Context: an optimization exercise on an open-source flow, tuned for small area, a short achievable clock period and few clock cycles per item. The choices shown serve that exercise and are no tape-out recipe.
At most, simulation tests tie the RTL to the original design; equivalence was not proved.
Power is estimated from default activity; no workload was simulated.

==> flow/design.v <==
`default_nettype none
package kmpss_pkg;
	localparam int unsigned MAX_PATTERN_DEF    = 64;
	localparam int unsigned POSITION_WIDTH_DEF = 32;
	localparam logic [1:0] STAT_BUSY     = 2'd0;
	localparam logic [1:0] STAT_FOUND    = 2'd1;
	localparam logic [1:0] STAT_NOTFOUND = 2'd2;
	localparam logic [1:0] STAT_OVERFLOW = 2'd3;
	localparam logic [1:0] SRCH_FRESH    = 2'd3;
endpackage
`default_nettype wire
`default_nettype none
module kmp_substring_search_core #(
	parameter int unsigned MAX_PATTERN    = kmpss_pkg::MAX_PATTERN_DEF,
	parameter int unsigned POSITION_WIDTH = kmpss_pkg::POSITION_WIDTH_DEF
) (
	input  wire logic        clk,
	input  wire logic        arst_n,
	input  wire logic        s_tvalid,
	output logic             s_tready,
	input  wire logic [7:0]  s_tdata,   
	input  wire logic [1:0]  s_tuser,   
	input  wire logic        s_tlast,
	output logic             m_tvalid,
	input  wire logic        m_tready,
	output logic [39:0]      m_tdata    
);
	localparam int unsigned N  = MAX_PATTERN;   
	localparam int unsigned AW = $clog2(N);
	localparam int unsigned LW = $clog2(N + 1);
	localparam int unsigned PW = POSITION_WIDTH;
	logic          iv_q;
	logic          ifunc_q;
	logic          ifirst_q;
	logic          ilast_q;
	logic [7:0]    ibyte_q;
	logic          eql_q;       
	logic          rdy_q;
	logic          en_q;        
	logic [8*N-1:0] r_q;         
	logic [N-1:0]   a_q;
	logic [AW-1:0]  z_q;         
	logic [AW-1:0]  w_q;         
	logic [7:0]     plast_q;     
	logic [LW-1:0]  len_q;
	logic [1:0]     st_q;
	logic [PW-1:0]  d_q;
	logic          ov_q;
	logic [1:0]    ostat_q;
	logic          o2v_q;
	logic [1:0]    o2stat_q;
	logic [PW-1:0] pos_q;       
	logic          rs;
	logic [1:0]    s_eff;
	logic          nzero;
	logic          full;
	logic          wr;
	logic [N-1:0]  eqp;
	logic [N-1:0]  inj;
	logic [N-1:0]  selw;
	logic          mprev;
	logic          found;
	logic [1:0]    res;
	logic          en;
	logic          acc;
	logic          pop;
	logic [N-1:0]  a_n;
	logic [8*N-1:0] r_n;
	logic [AW-1:0] z_n;
	logic [AW-1:0] w_n;
	logic [7:0]    plast_n;
	logic          iv_n;
	logic          ifunc_n;
	logic          ifirst_n;
	logic [1:0]    st_n;
	logic          ov_n;
	logic [1:0]    ostat_n;
	logic          o2v_n;
	logic [1:0]    o2stat_n;
	logic          en_n;
	logic          fp_n;
	logic          fresh_n;
	logic          wait_n;
	logic [LW-1:0] len_n;
	logic [PW-1:0] d_n;
	always_comb begin
		en    = en_q;
		rs    = ifirst_q || (st_q == kmpss_pkg::SRCH_FRESH);
		s_eff = rs ? kmpss_pkg::STAT_BUSY : st_q;
		nzero = ifirst_q || (len_q == '0);
		full  = !ifirst_q && (len_q == LW'(N));
		wr    = en && !ifunc_q && !full;
		for (int i = 0; i < N; i++) begin
			eqp[i]  = (ibyte_q == r_q[8*i +: 8]);
			inj[i]  = (z_q == AW'(i));
			selw[i] = (w_q == AW'(i));
		end
		mprev = 1'b0;
		for (int i = 0; i < N; i++) begin
			mprev = mprev || (selw[i] && a_q[(i + N - 2) % N]);
		end
		found = ((len_q == LW'(1)) || (mprev && !rs)) && eql_q;
		for (int i = 0; i < N; i++) begin
			if (en && ifunc_q) begin
				a_n[i] = (inj[(i + 1) % N] || (a_q[i] && !rs)) && eqp[(i + 1) % N];
			end else begin
				a_n[i] = a_q[(i + 1) % N];
			end
		end
		r_n = {r_q[7:0], r_q[8*N-1:8]};
		if (wr) begin
			r_n[8*N-1 -: 8] = ibyte_q;
		end
		z_n     = (wr && nzero) ? AW'(N - 1) : z_q - AW'(1);
		w_n     = wr ? '0 : w_q - AW'(1);
		plast_n = wr ? ibyte_q : plast_q;
		if (!ifunc_q) begin
			res = full ? kmpss_pkg::STAT_OVERFLOW : kmpss_pkg::STAT_BUSY;
			st_n = kmpss_pkg::SRCH_FRESH;
		end else begin
			if (s_eff != kmpss_pkg::STAT_BUSY) begin
				res = s_eff;
			end else if (len_q == '0 || found) begin
				res = kmpss_pkg::STAT_FOUND;
			end else if (ilast_q) begin
				res = kmpss_pkg::STAT_NOTFOUND;
			end else begin
				res = kmpss_pkg::STAT_BUSY;
			end
			st_n = res;
		end
		acc = s_tvalid && rdy_q;
		pop = ov_q && m_tready;
		if (!en) begin
			st_n = st_q;
		end
		ov_n     = ov_q;
		ostat_n  = ostat_q;
		o2v_n    = o2v_q;
		o2stat_n = o2stat_q;
		if (pop || !ov_q) begin
			if (o2v_q) begin
				ov_n    = 1'b1;
				ostat_n = o2stat_q;
				o2v_n   = 1'b0;
			end else begin
				ov_n = en;
				if (en) begin
					ostat_n = res;
				end
			end
		end else if (en) begin
			o2v_n    = 1'b1;
			o2stat_n = res;
		end
		len_n = len_q;
		if (wr) begin
			len_n = nzero ? LW'(1) : len_q + LW'(1);
		end
		d_n = d_q;
		if (en && ifunc_q && s_eff == kmpss_pkg::STAT_BUSY) begin
			if (len_q == '0) begin
				d_n = '0;
			end else if (rs) begin
				d_n = PW'(1) - PW'(len_q);
			end else begin
				d_n = d_q + PW'(1);
			end
		end
		fp_n = (ov_n && ostat_n == kmpss_pkg::STAT_FOUND) ||
		       (o2v_n && o2stat_n == kmpss_pkg::STAT_FOUND);
		fresh_n  = en ? !ifunc_q : (st_q == kmpss_pkg::SRCH_FRESH);
		iv_n     = acc || (iv_q && !en);
		ifunc_n  = acc ? s_tuser[0] : ifunc_q;
		ifirst_n = acc ? s_tuser[1] : ifirst_q;
		wait_n = !ifunc_n && !ifirst_n && (len_n != '0) && (len_n != LW'(N)) &&
		         (w_n != '0);
		en_n = iv_n && !o2v_n && !wait_n &&
		       !(ifunc_n && (ifirst_n || fresh_n) && fp_n);
	end
	always_ff @(posedge clk or negedge arst_n) begin
		if (!arst_n) begin
			iv_q   <= 1'b0;
			rdy_q  <= 1'b0;
			ov_q   <= 1'b0;
			o2v_q  <= 1'b0;
			st_q   <= kmpss_pkg::SRCH_FRESH;
			len_q  <= '0;
			en_q   <= 1'b0;
		end else begin
			iv_q  <= iv_n;
			rdy_q <= !iv_n || en_n;
			ov_q  <= ov_n;
			o2v_q <= o2v_n;
			st_q  <= st_n;
			len_q <= len_n;
			en_q  <= en_n;
		end
	end
	always_ff @(posedge clk) begin
		if (acc) begin
			ifunc_q  <= s_tuser[0];
			ifirst_q <= s_tuser[1];
			ilast_q  <= s_tlast;
			ibyte_q  <= s_tdata;
			eql_q    <= (s_tdata == plast_n);
		end
		ostat_q  <= ostat_n;
		o2stat_q <= o2stat_n;
		pos_q    <= (ostat_n == kmpss_pkg::STAT_FOUND) ? d_n : '0;
		d_q      <= d_n;
		r_q      <= r_n;
		a_q      <= a_n;
		z_q      <= z_n;
		w_q      <= w_n;
		plast_q  <= plast_n;
	end
	assign s_tready = rdy_q;
	assign m_tvalid = ov_q;
	assign m_tdata  = {6'b0, pos_q, ostat_q};
endmodule
`default_nettype wire
clock: 6.0 ns
lec_check: 0
abc_area: 1
cap_margin: 20
core_margin: 2
core_utilization: 65
cts_cluster_diameter: 100
cts_cluster_size: 28
place_density: 0.75
setup_slack_margin: 3.75
slew_margin: 20
tns_end_percent: 25
run.sh (not shown) runs the stock make flow with config.mk's settings and CLKGATE_MAP_FILE= SYNTH_SCRIPT=/design/flow/synth_recipe.tcl, a recipe that flattens the netlist after the stock synthesis.
Testbench counts at the start, summed over its fixed seeds: cycles 25,255, items 25,187.
Change:
--- a/flow/design.v
+++ b/flow/design.v
@@ -4,11 +4,14 @@
 	localparam int unsigned POSITION_WIDTH_DEF = 32;
 	localparam logic [1:0] STAT_BUSY     = 2'd0;
 	localparam logic [1:0] STAT_FOUND    = 2'd1;
 	localparam logic [1:0] STAT_NOTFOUND = 2'd2;
 	localparam logic [1:0] STAT_OVERFLOW = 2'd3;
-	localparam logic [1:0] SRCH_FRESH    = 2'd3;
+	localparam logic [1:0] SRCH_FRESH    = 2'd0;
+	localparam logic [1:0] SRCH_FOUND    = 2'd1;
+	localparam logic [1:0] SRCH_NOTFOUND = 2'd2;
+	localparam logic [1:0] SRCH_BUSY     = 2'd3;
 endpackage
 `default_nettype wire
 `default_nettype none
 module kmp_substring_search_core #(
 	parameter int unsigned MAX_PATTERN    = kmpss_pkg::MAX_PATTERN_DEF,
@@ -49,11 +52,13 @@
 	logic [1:0]    ostat_q;
 	logic          o2v_q;
 	logic [1:0]    o2stat_q;
 	logic [PW-1:0] pos_q;       
 	logic          rs;
-	logic [1:0]    s_eff;
+	logic          done;        
+	logic          grow;        
+	logic [PW-1:0] d_inc;
 	logic          nzero;
 	logic          full;
 	logic          wr;
 	logic [N-1:0]  eqp;
 	logic [N-1:0]  inj;
@@ -84,11 +89,12 @@
 	logic [LW-1:0] len_n;
 	logic [PW-1:0] d_n;
 	always_comb begin
 		en    = en_q;
 		rs    = ifirst_q || (st_q == kmpss_pkg::SRCH_FRESH);
-		s_eff = rs ? kmpss_pkg::STAT_BUSY : st_q;
+		done  = !rs && (st_q == kmpss_pkg::SRCH_FOUND || st_q == kmpss_pkg::SRCH_NOTFOUND);
+		d_inc = d_q + PW'(1);
 		nzero = ifirst_q || (len_q == '0);
 		full  = !ifirst_q && (len_q == LW'(N));
 		wr    = en && !ifunc_q && !full;
 		for (int i = 0; i < N; i++) begin
 			eqp[i]  = (ibyte_q == r_q[8*i +: 8]);
@@ -116,20 +122,20 @@
 		plast_n = wr ? ibyte_q : plast_q;
 		if (!ifunc_q) begin
 			res = full ? kmpss_pkg::STAT_OVERFLOW : kmpss_pkg::STAT_BUSY;
 			st_n = kmpss_pkg::SRCH_FRESH;
 		end else begin
-			if (s_eff != kmpss_pkg::STAT_BUSY) begin
-				res = s_eff;
+			if (done) begin
+				res = st_q;   
 			end else if (len_q == '0 || found) begin
 				res = kmpss_pkg::STAT_FOUND;
 			end else if (ilast_q) begin
 				res = kmpss_pkg::STAT_NOTFOUND;
 			end else begin
 				res = kmpss_pkg::STAT_BUSY;
 			end
-			st_n = res;
+			st_n = (res == kmpss_pkg::STAT_BUSY) ? kmpss_pkg::SRCH_BUSY : res;
 		end
 		acc = s_tvalid && rdy_q;
 		pop = ov_q && m_tready;
 		if (!en) begin
 			st_n = st_q;
@@ -155,18 +161,19 @@
 		end
 		len_n = len_q;
 		if (wr) begin
 			len_n = nzero ? LW'(1) : len_q + LW'(1);
 		end
+		grow = en && ifunc_q && !done;
 		d_n = d_q;
-		if (en && ifunc_q && s_eff == kmpss_pkg::STAT_BUSY) begin
+		if (grow) begin
 			if (len_q == '0) begin
 				d_n = '0;
 			end else if (rs) begin
 				d_n = PW'(1) - PW'(len_q);
 			end else begin
-				d_n = d_q + PW'(1);
+				d_n = d_inc;
 			end
 		end
 		fp_n = (ov_n && ostat_n == kmpss_pkg::STAT_FOUND) ||
 		       (o2v_n && o2stat_n == kmpss_pkg::STAT_FOUND);
 		fresh_n  = en ? !ifunc_q : (st_q == kmpss_pkg::SRCH_FRESH);
@@ -205,11 +212,19 @@
 			ibyte_q  <= s_tdata;
 			eql_q    <= (s_tdata == plast_n);
 		end
 		ostat_q  <= ostat_n;
 		o2stat_q <= o2stat_n;
-		pos_q    <= (ostat_n == kmpss_pkg::STAT_FOUND) ? d_n : '0;
+		if (ostat_n != kmpss_pkg::STAT_FOUND) begin
+			pos_q <= '0;
+		end else if (grow && (rs || len_q == '0)) begin
+			pos_q <= '0;
+		end else if (grow) begin
+			pos_q <= d_inc;
+		end else begin
+			pos_q <= d_q;
+		end
 		d_q      <= d_n;
 		r_q      <= r_n;
 		a_q      <= a_n;
 		z_q      <= z_n;
 		w_q      <= w_n;
The changed run ran to the end with no violations.
Combinational power goes up by 12%.
Core utilization goes down by 0.12 points.
Hold slack got worse by 0.0055 ns.
Wire length is higher by 3.8%.
Register-to-register slack got worse by 0.20 ns.
Count of clock-buffer cells in the layout goes up by 4.
No functional check of the RTL was part of the second run of this note.

re-timing with driven ports:
Ports are ideal in the flow. The routed layouts listed here were re-timed in OpenROAD.
Step 1, drivers: a clkbuf_16 drives clk and a buf_2 each remaining input, both assumed.
Step 2 adds t to the input delays and takes it off the output delays; t is the mean of the earliest and latest rising clock arrival at the registers after step 1. Input paths then give back, and output paths get back, about the clock's delay inside the block.
a / b / c = no drivers / after step 1 / after step 2; a / b = the first two.
run | t, ns | setup slack, ns | hold slack, ns | worst setup path at the end | worst register clock-pin slew, ns
the first run | 0.653 | 3.378 / 3.378 / 2.968 | 0.352 / 0.352 / 0.352 | input to register | 0.11 / 0.11
the second run | 0.667 | 3.178 / 3.178 / 3.072 | 0.347 / 0.347 / 0.347 | input to register | 0.12 / 0.12
After both steps every run listed still meets setup and hold. The setup slack of the first run, which loses most, moves by 0.000 ns with the drivers and by -0.410 ns with both steps.
